What follows belongs to an exercise in optimizing a design on an open flow for a short achievable clock period and few clock cycles per item; a production flow would make more cautious choices.
RTL that was checked went through simulation tests only; none was proved equivalent to the original.

== run 1 ==
==> flow/design.v <==
`timescale 1ns / 1ps
`default_nettype none
package srig_pkg;
  localparam int MAX_GROUP     = 16;
  localparam int ELEMENT_WIDTH = 32;
  localparam int CFG_W         = 5;
  localparam int QUEUE_DEPTH   = 18;
endpackage
`default_nettype wire
`timescale 1ns / 1ps
`default_nettype none
module srig_cell #(
  parameter int WIDTH = 34
) (
  input  wire logic             clk,
  input  wire logic             en,
  input  wire logic             sel_down,
  input  wire logic             sel_up,
  input  wire logic             sel_load,
  input  wire logic [WIDTH-1:0] from_above,
  input  wire logic [WIDTH-1:0] from_below,
  input  wire logic [WIDTH-1:0] load_data,
  output logic      [WIDTH-1:0] data
);
  logic [WIDTH-1:0] data_r;
  always_ff @(posedge clk) begin
    if (en) begin
      data_r <= ({WIDTH{sel_load}} & load_data)
              | ({WIDTH{sel_down}} & from_above)
              | ({WIDTH{sel_up}}   & from_below);
    end
  end
  assign data = data_r;
endmodule
`default_nettype wire
`timescale 1ns / 1ps
`default_nettype none
module srig_chain #(
  parameter int DEPTH = srig_pkg::QUEUE_DEPTH,
  parameter int WIDTH = 34
) (
  input  wire logic             clk,
  input  wire logic             rst_n,
  input  wire logic             push_nxt,
  input  wire logic             pop_nxt,
  input  wire logic [DEPTH-1:0] closed_nxt,
  input  wire logic [WIDTH-1:0] push_data,
  output logic      [WIDTH-1:0] head_data
);
  logic [WIDTH-1:0] cell_data [DEPTH];
  for (genvar i = 0; i < DEPTH; i++) begin : g_cell
    logic t_here, t_below, t_above;
    logic down_nxt, up_nxt, load_nxt, en_nxt;
    logic en_r, down_r, up_r, load_r;
    logic [WIDTH-1:0] above_data;
    logic [WIDTH-1:0] below_data;
    assign t_here = closed_nxt[i];
    if (i == 0) begin : g_head
      assign t_below    = 1'b1;
      assign below_data = push_data;
    end else begin : g_body_b
      assign t_below    = closed_nxt[i-1];
      assign below_data = cell_data[i-1];
    end
    if (i == DEPTH - 1) begin : g_tail
      assign t_above    = 1'b0;
      assign above_data = cell_data[i];
    end else begin : g_body_a
      assign t_above    = closed_nxt[i+1];
      assign above_data = cell_data[i+1];
    end
    assign down_nxt = pop_nxt && (!push_nxt || t_above);
    assign up_nxt   = push_nxt && !pop_nxt && !t_below;
    assign load_nxt = push_nxt && (pop_nxt ? (t_here && !t_above) : (t_below && !t_here));
    assign en_nxt   = push_nxt ? (pop_nxt ? t_here : !t_here) : pop_nxt;
    always_ff @(posedge clk) begin
      if (!rst_n) begin
        en_r   <= 1'b0;
        down_r <= 1'b0;
        up_r   <= 1'b0;
        load_r <= 1'b0;
      end else begin
        en_r   <= en_nxt;
        down_r <= down_nxt;
        up_r   <= up_nxt;
        load_r <= load_nxt;
      end
    end
    srig_cell #(
      .WIDTH(WIDTH)
    ) u_cell (
      .clk       (clk),
      .en        (en_r),
      .sel_down  (down_r),
      .sel_up    (up_r),
      .sel_load  (load_r),
      .from_above(above_data),
      .from_below(below_data),
      .load_data (push_data),
      .data      (cell_data[i])
    );
  end
  assign head_data = cell_data[0];
endmodule
`default_nettype wire
`timescale 1ns / 1ps
`default_nettype none
module stream_reverse_in_groups_unit #(
  parameter int MAX_GROUP     = srig_pkg::MAX_GROUP,
  parameter int ELEMENT_WIDTH = srig_pkg::ELEMENT_WIDTH
) (
  input  wire logic                            clk,
  input  wire logic                            rst_n,
  input  wire logic                            in_valid,
  output logic                                 in_stall,
  input  wire logic signed [ELEMENT_WIDTH-1:0] in_element,
  input  wire logic                            in_final_element,
  output logic                                 out_valid,
  input  wire logic                            out_stall,
  output logic signed      [ELEMENT_WIDTH-1:0] out_element_out,
  output logic                                 out_run_end,
  output logic                                 out_sequence_end,
  input  wire logic                            cfg_valid,
  output logic                                 cfg_ready,
  input  wire logic [srig_pkg::CFG_W-1:0]      cfg_group_size
);
  localparam int DEPTH = srig_pkg::QUEUE_DEPTH;
  localparam int EW    = ELEMENT_WIDTH;
  localparam int QW    = EW + 2;              
  localparam int CNT_W = $clog2(MAX_GROUP);
  logic                       in_stall_r;    
  logic                       room_r;        
  logic                       acc_r;         
  logic                       acc_nxt;
  logic [EW-1:0]              elem_r;
  logic                       fin_r;
  logic                       cfg_v_r;
  logic [MAX_GROUP-1:0]       cfg_oh_r;      
  logic [MAX_GROUP-1:0]       cfg_oh;
  assign cfg_ready = 1'b1;
  assign in_stall  = in_stall_r;
  assign acc_nxt   = rst_n && in_valid && room_r;
  always_comb begin
    cfg_oh = '0;
    if (cfg_group_size == '0) begin
      cfg_oh[0] = 1'b1;
    end else if (cfg_group_size > srig_pkg::CFG_W'(MAX_GROUP)) begin
      cfg_oh[MAX_GROUP-1] = 1'b1;
    end else begin
      cfg_oh[CNT_W'(cfg_group_size - 1'b1)] = 1'b1;
    end
  end
  always_ff @(posedge clk) begin
    elem_r   <= in_element;
    fin_r    <= in_final_element;
    cfg_oh_r <= cfg_oh;
    acc_r    <= acc_nxt;
    cfg_v_r  <= rst_n && cfg_valid;
  end
  logic [MAX_GROUP-1:0] szm1_oh_r;
  logic [MAX_GROUP-1:0] szm1_oh_nxt;
  logic [MAX_GROUP-1:0] open_t_r;
  logic [MAX_GROUP-1:0] open_t_nxt;
  logic                 ge_nxt;
  logic                 ac_r;
  logic                 ac_nxt;
  always_comb begin
    szm1_oh_nxt = szm1_oh_r;
    open_t_nxt  = open_t_r;
    if (!rst_n) begin
      szm1_oh_nxt    = '0;
      szm1_oh_nxt[0] = 1'b1;
      open_t_nxt     = '0;
    end else begin
      if (cfg_v_r) begin
        szm1_oh_nxt = cfg_oh_r;
      end
      if (ac_r) begin
        open_t_nxt = '0;
      end else if (acc_r) begin
        open_t_nxt = {open_t_r[MAX_GROUP-2:1], 1'b1, 1'b0};
      end
    end
  end
  always_comb begin
    ge_nxt = szm1_oh_nxt[0];
    for (int j = 1; j < MAX_GROUP; j++) begin
      ge_nxt = ge_nxt || (szm1_oh_nxt[j] && open_t_nxt[j]);
    end
  end
  assign ac_nxt = acc_nxt && (in_final_element || ge_nxt);
  always_ff @(posedge clk) begin
    szm1_oh_r <= szm1_oh_nxt;
    open_t_r  <= open_t_nxt;
    ac_r      <= ac_nxt;
  end
  logic [DEPTH-1:0] closed_t;    
  logic [DEPTH-1:0] used_t;      
  logic [DEPTH-1:0] used_nxt;
  logic [DEPTH-1:0] closed_nxt;
  logic             pop_r;       
  logic             pop_nxt;
  logic [QW-1:0]    push_word;
  logic [QW-1:0]    head_word;
  assign push_word = {fin_r, !open_t_r[1], elem_r};
  srig_chain #(
    .DEPTH(DEPTH),
    .WIDTH(QW)
  ) u_chain (
    .clk       (clk),
    .rst_n     (rst_n),
    .push_nxt  (acc_nxt),
    .pop_nxt   (pop_nxt),
    .closed_nxt(closed_nxt),
    .push_data (push_word),
    .head_data (head_word)
  );
  logic t_keep_r, t_dec_r, t_up_r, t_same_r;
  logic u_keep_r, u_inc_r, u_dec_r;
  always_comb begin
    if (!rst_n) begin
      used_nxt   = '0;
      closed_nxt = '0;
    end else begin
      used_nxt   = ({DEPTH{u_keep_r}} & used_t)
                 | ({DEPTH{u_inc_r}}  & {used_t[DEPTH-2:0], 1'b1})
                 | ({DEPTH{u_dec_r}}  & {1'b0, used_t[DEPTH-1:1]});
      closed_nxt = ({DEPTH{t_keep_r}} & closed_t)
                 | ({DEPTH{t_dec_r}}  & {1'b0, closed_t[DEPTH-1:1]})
                 | ({DEPTH{t_up_r}}   & {used_t[DEPTH-2:0], 1'b1})
                 | ({DEPTH{t_same_r}} & used_t);
    end
  end
  always_ff @(posedge clk) begin
    used_t   <= used_nxt;
    closed_t <= closed_nxt;
    in_stall_r <= used_nxt[DEPTH-2];
    room_r     <= !used_nxt[DEPTH-2];
  end
  logic          out_valid_r;    
  logic          out_empty_r;    
  logic          skid_valid_r;
  logic          out_take;
  logic          ov_nxt;
  logic          sv_nxt;
  logic          first_r;        
  logic          gfin_r;         
  logic [EW-1:0] pop_elem;
  logic          pop_run_end;
  logic          pop_seq_end;
  logic [EW-1:0] out_elem_r;
  logic          out_re_r;
  logic          out_se_r;
  logic [EW-1:0] skid_elem_r;
  logic          skid_re_r;
  logic          skid_se_r;
  assign pop_elem    = head_word[EW-1:0];
  assign pop_run_end = head_word[EW];
  assign pop_seq_end = head_word[EW] && (first_r ? head_word[EW+1] : gfin_r);
  assign out_take = out_empty_r || !out_stall;
  always_comb begin
    if (!rst_n) begin
      ov_nxt = 1'b0;
      sv_nxt = 1'b0;
    end else if (out_take) begin
      ov_nxt = skid_valid_r || pop_r;
      sv_nxt = skid_valid_r && pop_r;
    end else begin
      ov_nxt = 1'b1;
      sv_nxt = skid_valid_r || pop_r;
    end
  end
  logic any_r;     
  logic two_r;     
  logic sent_no;   
  assign sent_no = !out_empty_r && out_stall;
  assign pop_nxt = rst_n && (pop_r ? (two_r && !skid_valid_r && !sent_no)
                                   : (any_r && !(sent_no && skid_valid_r)));
  always_ff @(posedge clk) begin
    any_r    <= ac_nxt || closed_nxt[0];
    two_r    <= ac_nxt || closed_nxt[1];
    t_keep_r <= !ac_nxt && !pop_nxt;
    t_dec_r  <= !ac_nxt && pop_nxt;
    t_up_r   <= ac_nxt && !pop_nxt;
    t_same_r <= ac_nxt && pop_nxt;
    u_keep_r <= acc_nxt == pop_nxt;
    u_inc_r  <= acc_nxt && !pop_nxt;
    u_dec_r  <= pop_nxt && !acc_nxt;
  end
  always_ff @(posedge clk) begin
    out_valid_r  <= ov_nxt;
    out_empty_r  <= !ov_nxt;
    skid_valid_r <= sv_nxt;
    pop_r        <= pop_nxt;
    if (!rst_n) begin
      first_r <= 1'b1;
      gfin_r  <= 1'b0;
    end else if (pop_r) begin
      first_r <= pop_run_end;
      if (first_r) begin
        gfin_r <= head_word[EW+1];
      end
    end
  end
  logic out_hold;
  logic out_from_skid;
  logic out_from_head;
  assign out_hold      = !out_take;
  assign out_from_skid = out_take && skid_valid_r;
  assign out_from_head = out_take && !skid_valid_r;
  always_ff @(posedge clk) begin
    out_elem_r <= ({EW{out_hold}} & out_elem_r)
                | ({EW{out_from_skid}} & skid_elem_r)
                | ({EW{out_from_head}} & pop_elem);
    out_re_r   <= (out_hold && out_re_r)
                || (out_from_skid && skid_re_r)
                || (out_from_head && pop_run_end);
    out_se_r   <= (out_hold && out_se_r)
                || (out_from_skid && skid_se_r)
                || (out_from_head && pop_seq_end);
    if (pop_r) begin
      skid_elem_r <= pop_elem;
      skid_re_r   <= pop_run_end;
      skid_se_r   <= pop_seq_end;
    end
  end
  assign out_valid        = out_valid_r;
  assign out_element_out  = out_elem_r;
  assign out_run_end      = out_re_r;
  assign out_sequence_end = out_se_r;
endmodule
`default_nettype wire
export LEC_CHECK = 0
export ABC_CLOCK_PERIOD_IN_PS = 1200
export CAP_MARGIN = 20
export CORE_MARGIN = 2
export CORE_UTILIZATION = 40
export SETUP_SLACK_MARGIN = 1.2
export SLEW_MARGIN = 20
create_clock -name core_clock -period 2.7 [get_ports {clk}]
run.sh (not shown) runs the stock make flow with config.mk's settings and CLKGATE_MAP_FILE= SYNTH_SCRIPT=/design/flow/synth_recipe.tcl, a recipe that flattens the netlist after the stock synthesis.
What run 2 does differently from run 1 at the input level:
--- a/flow/design.v
+++ b/flow/design.v
@@ -269,17 +269,11 @@
       ov_nxt = 1'b1;
       sv_nxt = skid_valid_r || pop_r;
     end
   end
-  logic any_r;     
-  logic two_r;     
-  logic sent_no;   
-  assign sent_no = !out_empty_r && out_stall;
-  assign pop_nxt = rst_n && (pop_r ? (two_r && !skid_valid_r && !sent_no)
-                                   : (any_r && !(sent_no && skid_valid_r)));
+  assign pop_nxt = rst_n && (ac_r || closed_t[1] || (closed_t[0] && !pop_r))
+                && !(ov_nxt && sv_nxt);
   always_ff @(posedge clk) begin
-    any_r    <= ac_nxt || closed_nxt[0];
-    two_r    <= ac_nxt || closed_nxt[1];
     t_keep_r <= !ac_nxt && !pop_nxt;
     t_dec_r  <= !ac_nxt && pop_nxt;
     t_up_r   <= ac_nxt && !pop_nxt;
     t_same_r <= ac_nxt && pop_nxt;
@@ -301,24 +295,20 @@
         gfin_r <= head_word[EW+1];
       end
     end
   end
-  logic out_hold;
-  logic out_from_skid;
-  logic out_from_head;
-  assign out_hold      = !out_take;
-  assign out_from_skid = out_take && skid_valid_r;
-  assign out_from_head = out_take && !skid_valid_r;
   always_ff @(posedge clk) begin
-    out_elem_r <= ({EW{out_hold}} & out_elem_r)
-                | ({EW{out_from_skid}} & skid_elem_r)
-                | ({EW{out_from_head}} & pop_elem);
-    out_re_r   <= (out_hold && out_re_r)
-                || (out_from_skid && skid_re_r)
-                || (out_from_head && pop_run_end);
-    out_se_r   <= (out_hold && out_se_r)
-                || (out_from_skid && skid_se_r)
-                || (out_from_head && pop_seq_end);
+    if (out_take) begin
+      if (skid_valid_r) begin
+        out_elem_r <= skid_elem_r;
+        out_re_r   <= skid_re_r;
+        out_se_r   <= skid_se_r;
+      end else begin
+        out_elem_r <= pop_elem;
+        out_re_r   <= pop_run_end;
+        out_se_r   <= pop_seq_end;
+      end
+    end
     if (pop_r) begin
       skid_elem_r <= pop_elem;
       skid_re_r   <= pop_run_end;
       skid_se_r   <= pop_seq_end;
Notes after the runs:
Relative to run 1, the finished layout cell area measured on run 2 has decreased slightly. Max sequential share of layout area across run 1 and run 2: run 2. Sort run 1 and run 2 by total vias in the final route desc -> top: run 1. | count of mapped cells out of synthesis | lower: run 2 |. When run 2 is measured against run 1, its global-route wire length before repair turns out 1900 um higher.
Testbench counts of run 2, summed over its fixed seeds: cycles 4,290, items 4,096.
For run 1, only the layout was checked, not whether the RTL still works.

[static timing again, ports no longer ideal]
How much do the figures lean on ideal ports? The routed layouts below were timed once more, with nothing changed but the port constraints.
Step 1, drivers: a clkbuf_16 drives clk and a buf_2 each remaining input, both assumed.
Step 2 moves the port delays by t, midway between the first and last clock arrival at a register: inputs arrive t later, outputs are due t later. That takes back most of the time a late clock gives input paths.
a / b / c = ideal ports / drivers / drivers and shift; a / b = the first two.
| run | t, ns | slack for setup (ns) | worst setup path at the end | slew at the worst register clock pin (ns) | worst data-port slew with drivers (ns) |
|---|---|---|---|---|---|
| run 1 | 0.710 | 0.851 / 0.851 / 0.472 | input to register | 0.07 / 0.07 | 0.05 |
| run 2 | 0.705 | 0.879 / 0.879 / 0.334 | input to register | 0.06 / 0.06 | 0.06 |
After both steps every run listed still meets setup and hold. The setup slack of run 2, which loses most, moves by 0.000 ns with the drivers and by -0.545 ns with both steps.
